From an optimization exercise on the open Yosys and OpenROAD flow, aimed at small area; shortcuts taken in it are not production practice. Function was checked by simulation only, so behaviour that the tests miss may differ from the original. Power figures rest on the tool's default switching activity, not on a simulated workload.

Setup of exp/delta:
==> flow/design.v (excerpt) <==
module wb_top (
    input  logic                            clk,
    input  logic                            reset,
    input  logic                            stall,
    input  logic                            flush,
    input  logic [mips_pkg::data_w-1:0]     m_instr,
    input  logic [mips_pkg::data_w-1:0]     m_pc,
    input  logic [mips_pkg::data_w-1:0]     m_alu_out,
    input  logic [mips_pkg::data_w-1:0]     m_dm_out,
    input  logic [mips_pkg::reg_addr_w-1:0] rs_addr,
    input  logic [mips_pkg::reg_addr_w-1:0] rt_addr,
    output logic [mips_pkg::data_w-1:0]     rs_data,
    output logic [mips_pkg::data_w-1:0]     rt_data,
    output logic [mips_pkg::reg_addr_w-1:0] w_fwd_addr,
    output logic [mips_pkg::data_w-1:0]     w_fwd_data
);
    logic [mips_pkg::reg_addr_w-1:0] m_dest;
    logic [mips_pkg::data_w-1:0]     m_data;
    logic                            sel_mem;
    logic                            sel_link;
    cu_w u_cu_w (
        .instr    (m_instr),
        .reg_addr (m_dest),
        .sel_mem  (sel_mem),
        .sel_link (sel_link)
    );
    wb_data_select u_wb_data_select (
        .instr    (m_instr),
        .pc       (m_pc),
  ...
Size: ~2400 cells after synthesis, ~1000 flip-flops, about 240 I/O pins, roughly 42000 µm² of cells after synthesis.
Settings: LEC_CHECK=0, CAP_MARGIN=5, CORE_MARGIN=2, CORE_UTILIZATION=45, PLACE_DENSITY=0.72, SLEW_MARGIN=5, SYNTH_HIERARCHICAL=1, SYNTH_MINIMUM_KEEP_SIZE=0; clock period 7.0 ns.
standard.sh (not shown) runs the stock make flow with config.mk's settings and CLKGATE_MAP_FILE= SYNTH_SCRIPT=/design/flow/synth_recipe.tcl, a recipe that flattens the netlist after the stock synthesis.
==> flow/flow/run.sh <==
#!/bin/bash
# Standard synthesis and layout, with these changes to the layout: the port
# buffers are the smallest buffer cell, and clock tree synthesis clusters more
# flip-flops per leaf buffer, uses small clock buffers and adds no dummy loads.
set -euo pipefail
bash standard.sh synth > synth.log 2>&1
export BUFFER_PORTS_ARGS="-buffer_cell sky130_fd_sc_hd__buf_1"
export CTS_ARGS="-sink_clustering_enable -repair_clock_nets -dont_use_dummy_load -sink_clustering_size 15 -sink_clustering_max_diameter 60 -buf_list {sky130_fd_sc_hd__clkbuf_8}"
bash standard.sh > layout.log 2>&1
exp/delta reached the end of the flow, and the finished layout is clean on the timing, design-rule and antenna checks.
> inputs changed (exp/delta -> exp/raven)
diff --git a/flow/config.mk b/flow/config.mk
--- a/flow/config.mk
+++ b/flow/config.mk
@@ -8 +8 @@
-export CAP_MARGIN = 5
+export CAP_MARGIN = 10
@@ -11,2 +11,2 @@
-export PLACE_DENSITY = 0.72
-export SLEW_MARGIN = 5
+export PLACE_DENSITY = 0.8
+export SLEW_MARGIN = 10
- exp/raven went all the way through the flow, and no timing, DRC or antenna check failed.
- [compare] base=exp/delta new=exp/raven: average wire per standard cell moved down; share of power burned in combinational logic climbed 0.2 points; clock latency on the worst-skew pair went down 0.02 ns; wire length of the first global-routing pass -4.6 mm.
For exp/lagoon, these inputs were changed with respect to exp/raven:
diff --git a/flow/flow/run.sh b/flow/flow/run.sh
--- a/flow/flow/run.sh
+++ b/flow/flow/run.sh
@@ -8 +8 @@
-export CTS_ARGS="-sink_clustering_enable -repair_clock_nets -dont_use_dummy_load -sink_clustering_size 15 -sink_clustering_max_diameter 60 -buf_list {sky130_fd_sc_hd__clkbuf_8}"
+export CTS_ARGS="-sink_clustering_enable -repair_clock_nets -dont_use_dummy_load -sink_clustering_size 30 -sink_clustering_max_diameter 80 -buf_list {sky130_fd_sc_hd__clkbuf_16}"
diff --git a/flow/config.mk b/flow/config.mk
--- a/flow/config.mk
+++ b/flow/config.mk
@@ -8 +8 @@
-export CAP_MARGIN = 10
+export CAP_MARGIN = 0
@@ -11,2 +11 @@
-export PLACE_DENSITY = 0.8
-export SLEW_MARGIN = 10
+export SLEW_MARGIN = 0
## What came out
Clock-buffer cell count sits lower in exp/lagoon than in exp/raven. exp/lagoon finished every stage and its layout cleared the timing, design-rule and antenna checks. Between exp/raven and exp/lagoon, the total length of routed wires is lower for exp/raven. exp/lagoon vs exp/raven — hold slack dropped 0.0050 ns. Per the comparison of exp/lagoon with exp/raven, global-route total usage across every layer went up; power share of the clock group now larger. Diff exp/raven -> exp/lagoon: slack of the critical path higher; maximum number of pins on one net before global-route repair now sits higher.
Relative to exp/lagoon, the following input files were edited for exp/violet:
diff --git a/flow/flow/run.sh b/flow/flow/run.sh
--- a/flow/flow/run.sh
+++ b/flow/flow/run.sh
@@ -8 +8 @@
-export CTS_ARGS="-sink_clustering_enable -repair_clock_nets -dont_use_dummy_load -sink_clustering_size 30 -sink_clustering_max_diameter 80 -buf_list {sky130_fd_sc_hd__clkbuf_16}"
+export CTS_ARGS="-sink_clustering_enable -repair_clock_nets -dont_use_dummy_load -sink_clustering_size 15 -sink_clustering_max_diameter 60 -buf_list {sky130_fd_sc_hd__clkbuf_8}"
diff --git a/flow/config.mk b/flow/config.mk
--- a/flow/config.mk
+++ b/flow/config.mk
@@ -8 +8 @@
-export CAP_MARGIN = 0
+export CAP_MARGIN = 5
@@ -11 +11,2 @@
-export SLEW_MARGIN = 0
+export PLACE_DENSITY = 0.76
+export SLEW_MARGIN = 5
Results
exp/violet ended up with rt_addr[0] as its start point of the critical path; exp/lagoon ended up with rs_addr[0]. Cmp exp/violet vs exp/lagoon: non-clock buffer area fraction after layout lower in exp/violet. Final area, exp/violet and exp/lagoon: smaller value in exp/violet. Sort exp/violet and exp/lagoon by area growth from synthesis to layout, descending, and exp/lagoon comes first.

========
The RTL this note starts from:
==> flow/design.v <==
`default_nettype none
package mips_pkg;
    localparam int data_w     = 32;
    localparam int reg_addr_w = 5;
    localparam logic [reg_addr_w-1:0] ra_reg      = 5'd31;   
    localparam logic [data_w-1:0]     link_offset = 32'd8;   
    localparam logic [data_w-1:0]     nop_instr   = '0;      
    typedef enum logic [5:0] {
        op_special = 6'b000000,
        op_jal     = 6'b000011,
        op_beq     = 6'b000100,
        op_bne     = 6'b000101,
        op_addi    = 6'b001000,
        op_andi    = 6'b001100,
        op_ori     = 6'b001101,
        op_lui     = 6'b001111,
        op_lb      = 6'b100000,
        op_lh      = 6'b100001,
        op_lw      = 6'b100011,
        op_sb      = 6'b101000,
        op_sh      = 6'b101001,
        op_sw      = 6'b101011
    } opcode_e;
    typedef enum logic [5:0] {
        funct_sll  = 6'b000000,
        funct_jr   = 6'b001000,
        funct_add  = 6'b100000,
        funct_sub  = 6'b100010,
        funct_and  = 6'b100100,
        funct_or   = 6'b100101,
        funct_slt  = 6'b101010,
        funct_sltu = 6'b101011
    } funct_e;
    typedef enum logic [1:0] {
        wb_alu     = 2'd0,
        wb_mem     = 2'd1,
        wb_pc_link = 2'd2
    } wb_src_e;
    typedef enum logic [1:0] {
        ld_word = 2'd0,
        ld_byte = 2'd1,
        ld_half = 2'd2,
        ld_none = 2'd3
    } load_kind_e;
endpackage
`default_nettype wire
`timescale 1ns/100ps
`default_nettype none
module m_w_reg (
    input  logic                          clk,
    input  logic                          reset,
    input  logic                          stall,
    input  logic                          flush,
    input  logic [mips_pkg::reg_addr_w-1:0] m_dest,
    input  logic [mips_pkg::data_w-1:0]   m_data,
    output logic [mips_pkg::reg_addr_w-1:0] w_dest,
    output logic [mips_pkg::data_w-1:0]   w_data
);
    always_ff @(posedge clk) begin
        if (reset || flush)   
            w_dest <= '0;
        else if (!stall)
            w_dest <= m_dest;
    end
    always_ff @(posedge clk) begin
        if (!stall)
            w_data <= m_data;
    end
endmodule
`default_nettype wire
`timescale 1ns/100ps
`default_nettype none
module cu_w (
    input  logic [mips_pkg::data_w-1:0]          instr,
    output logic [mips_pkg::reg_addr_w-1:0]       reg_addr,
    output logic                                  sel_mem,
    output logic                                  sel_link
);
    logic [5:0] op;
    logic [5:0] funct;
    logic       r_write;
    logic       rt_write;
    assign op    = instr[31:26];
    assign funct = instr[5:0];
    always_comb begin
        case (funct)
            mips_pkg::funct_add, mips_pkg::funct_sub,
            mips_pkg::funct_and, mips_pkg::funct_or,
            mips_pkg::funct_slt, mips_pkg::funct_sltu,
            mips_pkg::funct_sll:  r_write = (op == mips_pkg::op_special);
            default:              r_write = 1'b0;
        endcase
    end
    always_comb begin
        case (op)
            mips_pkg::op_ori, mips_pkg::op_andi,
            mips_pkg::op_addi, mips_pkg::op_lui,
            mips_pkg::op_lw, mips_pkg::op_lb,
            mips_pkg::op_lh:  rt_write = 1'b1;
            default:          rt_write = 1'b0;
        endcase
    end
    always_comb begin
        if (r_write)
            reg_addr = instr[15:11];
        else if (rt_write)
            reg_addr = instr[20:16];
        else if (op == mips_pkg::op_jal)
            reg_addr = mips_pkg::ra_reg;
        else
            reg_addr = '0;
    end
    assign sel_mem  = op[5];
    assign sel_link = ~op[5] & ~op[3] & op[1] & op[0];
endmodule
`default_nettype wire
`timescale 1ns/100ps
`default_nettype none
module wb_data_select (
    input  logic [mips_pkg::data_w-1:0]   instr,
    input  logic [mips_pkg::data_w-1:0]   pc,
    input  logic [mips_pkg::data_w-1:0]   alu_out,
    input  logic [mips_pkg::data_w-1:0]   dm_out,
    input  logic                          sel_mem,
    input  logic                          sel_link,
    output logic [mips_pkg::data_w-1:0]   wb_data
);
    logic [7:0]                  byte_lane;
    logic [15:0]                 half_lane;
    logic [mips_pkg::data_w-1:0] load_data;
    logic [mips_pkg::data_w-1:0] link;
    assign half_lane = alu_out[1] ? dm_out[31:16] : dm_out[15:0];
    assign byte_lane = alu_out[0] ? half_lane[15:8] : half_lane[7:0];
    always_comb begin
        if (instr[27])
            load_data = dm_out;
        else if (instr[26])
            load_data = {{16{half_lane[15]}}, half_lane};
        else
            load_data = {{24{byte_lane[7]}}, byte_lane};
    end
    assign link[3:0] = {~pc[3], pc[2:0]};
    for (genvar i = 4; i < mips_pkg::data_w; i++) begin : g_link
        assign link[i] = pc[i] ^ (&pc[i-1:3]);
    end
    always_comb begin
        if (sel_mem)
            wb_data = load_data;
        else if (sel_link)
            wb_data = link;
        else
            wb_data = alu_out;
    end
endmodule
`default_nettype wire
`timescale 1ns/100ps
`default_nettype none
module reg_file (
    input  logic                            clk,
    input  logic                            reset,
    input  logic                            wr_en,
    input  logic [mips_pkg::reg_addr_w-1:0] wr_addr,
    input  logic [mips_pkg::data_w-1:0]     wr_data,
    input  logic [mips_pkg::reg_addr_w-1:0] rd_addr_a,
    input  logic [mips_pkg::reg_addr_w-1:0] rd_addr_b,
    output logic [mips_pkg::data_w-1:0]     rd_data_a,
    output logic [mips_pkg::data_w-1:0]     rd_data_b
);
    localparam int depth = 2 ** mips_pkg::reg_addr_w;
    logic [mips_pkg::data_w-1:0] regs [1:depth-1];
    logic [mips_pkg::data_w-1:0] wd;
    assign wd = reset ? '0 : wr_data;
    for (genvar i = 1; i < depth; i++) begin : g_reg
        logic en;
        assign en = reset | (wr_en & (wr_addr == i));
        always_ff @(posedge clk) begin
            if (en)
                regs[i] <= wd;
        end
    end
    logic [mips_pkg::data_w*(depth-1)-1:0] flat;
    for (genvar i = 1; i < depth; i++) begin : g_flat
        assign flat[mips_pkg::data_w*(i-1) +: mips_pkg::data_w] = regs[i];
    end
    read_port u_port_a (.addr(rd_addr_a), .regs(flat), .data(rd_data_a));
    read_port u_port_b (.addr(rd_addr_b), .regs(flat), .data(rd_data_b));
endmodule
`default_nettype wire
`default_nettype none
module read_port (
    input  logic [mips_pkg::reg_addr_w-1:0] addr,
    input  logic [mips_pkg::data_w*31-1:0]  regs,   
    output logic [mips_pkg::data_w-1:0]     data
);
    logic [31:0] sel;
    assign sel = 32'd1 << addr;
    for (genvar b = 0; b < mips_pkg::data_w; b++) begin : g_bit
        logic [10:0] grp_n;   
        for (genvar g = 0; g < 11; g++) begin : g_grp
            if (g < 10) begin : g_three
                aoi3 u_aoi (
                    .s0 (sel[3*g+1]), .d0 (regs[32*(3*g)+b]),
                    .s1 (sel[3*g+2]), .d1 (regs[32*(3*g+1)+b]),
                    .s2 (sel[3*g+3]), .d2 (regs[32*(3*g+2)+b]),
                    .y  (grp_n[g])
                );
            end else begin : g_one
                assign grp_n[g] = ~(sel[31] & regs[32*30+b]);
            end
        end
        assign data[b] = ~&grp_n;
    end
endmodule
module aoi3 (
    input  logic s0, d0, s1, d1, s2, d2,
    output logic y
);
    assign y = ~((s0 & d0) | (s1 & d1) | (s2 & d2));
endmodule
`default_nettype wire
`timescale 1ns/100ps
`default_nettype none
module wb_top (
    input  logic                            clk,
    input  logic                            reset,
    input  logic                            stall,
    input  logic                            flush,
    input  logic [mips_pkg::data_w-1:0]     m_instr,
    input  logic [mips_pkg::data_w-1:0]     m_pc,
    input  logic [mips_pkg::data_w-1:0]     m_alu_out,
    input  logic [mips_pkg::data_w-1:0]     m_dm_out,
    input  logic [mips_pkg::reg_addr_w-1:0] rs_addr,
    input  logic [mips_pkg::reg_addr_w-1:0] rt_addr,
    output logic [mips_pkg::data_w-1:0]     rs_data,
    output logic [mips_pkg::data_w-1:0]     rt_data,
    output logic [mips_pkg::reg_addr_w-1:0] w_fwd_addr,
    output logic [mips_pkg::data_w-1:0]     w_fwd_data
);
    logic [mips_pkg::reg_addr_w-1:0] m_dest;
    logic [mips_pkg::data_w-1:0]     m_data;
    logic                            sel_mem;
    logic                            sel_link;
    cu_w u_cu_w (
        .instr    (m_instr),
        .reg_addr (m_dest),
        .sel_mem  (sel_mem),
        .sel_link (sel_link)
    );
    wb_data_select u_wb_data_select (
        .instr    (m_instr),
        .pc       (m_pc),
        .alu_out  (m_alu_out),
        .dm_out   (m_dm_out),
        .sel_mem  (sel_mem),
        .sel_link (sel_link),
        .wb_data  (m_data)
    );
    m_w_reg u_m_w_reg (
        .clk    (clk),
        .reset  (reset),
        .stall  (stall),
        .flush  (flush),
        .m_dest (m_dest),
        .m_data (m_data),
        .w_dest (w_fwd_addr),
        .w_data (w_fwd_data)
    );
    reg_file u_reg_file (
        .clk       (clk),
        .reset     (reset),
        .wr_en     (~stall & ~flush),
        .wr_addr   (m_dest),
        .wr_data   (m_data),
        .rd_addr_a (rs_addr),
        .rd_addr_b (rt_addr),
        .rd_data_a (rs_data),
        .rd_data_b (rt_data)
    );
endmodule
`default_nettype wire
==> flow/config.mk <==
export PLATFORM = sky130hd
export DESIGN_NAME = wb_top
export DESIGN_NICKNAME = wb_top
export VERILOG_FILES = /design/flow/design.v
export SDC_FILE = /design/flow/constraint.sdc
export NUM_CORES = 4
export LEC_CHECK = 0
export CAP_MARGIN = 0
export CORE_MARGIN = 2
export CORE_UTILIZATION = 45
export SLEW_MARGIN = 0
export SYNTH_HIERARCHICAL = 1
export SYNTH_MINIMUM_KEEP_SIZE = 0
==> flow/constraint.sdc <==
create_clock -name core_clock -period 7.0 [get_ports {clk}]
set_input_delay 1.4000 -clock core_clock [delete_from_list [all_inputs] [get_ports {clk}]]
set_output_delay 1.4000 -clock core_clock [all_outputs]
set_load 0.01 [all_outputs]
==> flow/flow/run.sh <==
#!/bin/bash
# Standard synthesis and layout, with these changes to the layout: the port
# buffers are the smallest buffer cell, and clock tree synthesis clusters more
# flip-flops per leaf buffer, uses small clock buffers and adds no dummy loads.
set -euo pipefail
bash standard.sh synth > synth.log 2>&1
export BUFFER_PORTS_ARGS="-buffer_cell sky130_fd_sc_hd__buf_1"
export CTS_ARGS="-sink_clustering_enable -repair_clock_nets -dont_use_dummy_load -sink_clustering_size 15 -sink_clustering_max_diameter 60 -buf_list {sky130_fd_sc_hd__clkbuf_8}"
bash standard.sh > layout.log 2>&1
Then changed:
GPL_TIMING_DRIVEN = 0   (was default)
Result: The new run ran to the end with no violations; via count climbs by a few percent; final area climbs by a few percent; count of clock-buffer cells in the layout drops by 1; area after synthesis stays the same; cell count climbs slightly; sequential share of layout area drops by 2.7 points; die area stays the same; register-to-register slack gets better by 0.02 ns; utilization climbs by 2.2 points; sequential power hardly moves.
Then changed:
CAP_MARGIN = 20   (was 0)
GPL_TIMING_DRIVEN = default   (was 0)
SLEW_MARGIN = 20   (was 0)
The changed run completed with no timing, DRC or antenna violations.
Clock power grows by about 3%.
Non-clock buffer count decreases by 48.
Total power stays flat.
Count of clock-buffer cells in the layout rose by 5.
Area after synthesis stays the same.
Then changed:
CAP_MARGIN = 10   (was 20)
PLACE_DENSITY = 0.72   (was default)
SLEW_MARGIN = 10   (was 20)
The changed run finished clean.
First-iteration DRC count went up by a quarter to a third.
Worst setup slack gets worse by 0.029 ns.
Global-route usage falls by 0.67 points.
Clock skew is unchanged.
Count of clock-buffer cells in the layout falls by 5.
Power is lower slightly.
Sequential share of layout area grows by 0.67 points.
Critical path depth is unchanged.
Utilization went down by 0.52 points.

==> separate check: timing with driven ports <==
How much do the figures lean on ideal ports? The routed layouts below were timed once more, with nothing changed but the port constraints.
Step 1 assumes that a clkbuf_16 drives the clock port and a buf_2 every other input.
Step 2 times the ports against the registers' clock, not the clock port: input delays grow and output delays shrink by t, the midpoint of the rising clock arrivals with the driver on.
Three values: ideal, step 1, step 2; two values: the first two.
run | t, ns | slack for setup (ns) | clock arrival spread, ns | worst slew at a driven data input, ns | pins driven straight from the clock port
exp/delta | 0.746 | 1.199 / 1.094 / 1.094 | 0.149 / 0.150 | 0.14 | 1
exp/raven | 0.769 | 1.147 / 1.017 / 1.017 | 0.107 / 0.108 | 0.13 | 1
exp/lagoon | 0.679 | 1.193 / 1.093 / 1.093 | 0.077 / 0.077 | 0.11 | 1
exp/violet | 0.743 | 1.171 / 1.094 / 1.094 | 0.117 / 0.117 | 0.13 | 1
the first run of note 2 | 0.764 | 1.204 / 1.106 / 1.106 | 0.082 / 0.083 | 0.11 | 1
the second run of note 2 | 0.772 | 0.749 / 0.724 / 0.724 | 0.086 / 0.086 | 0.12 | 1
the third run of note 2 | 0.752 | 1.198 / 1.090 / 1.090 | 0.117 / 0.117 | 0.12 | 1
the fourth run of note 2 | 0.751 | 1.169 / 1.029 / 1.029 | 0.150 / 0.150 | 0.14 | 1
After both steps setup and hold are still met in every run listed. For the fourth run of note 2, which loses most, drivers alone change the setup slack by -0.140 ns; drivers and shift together by -0.140 ns.
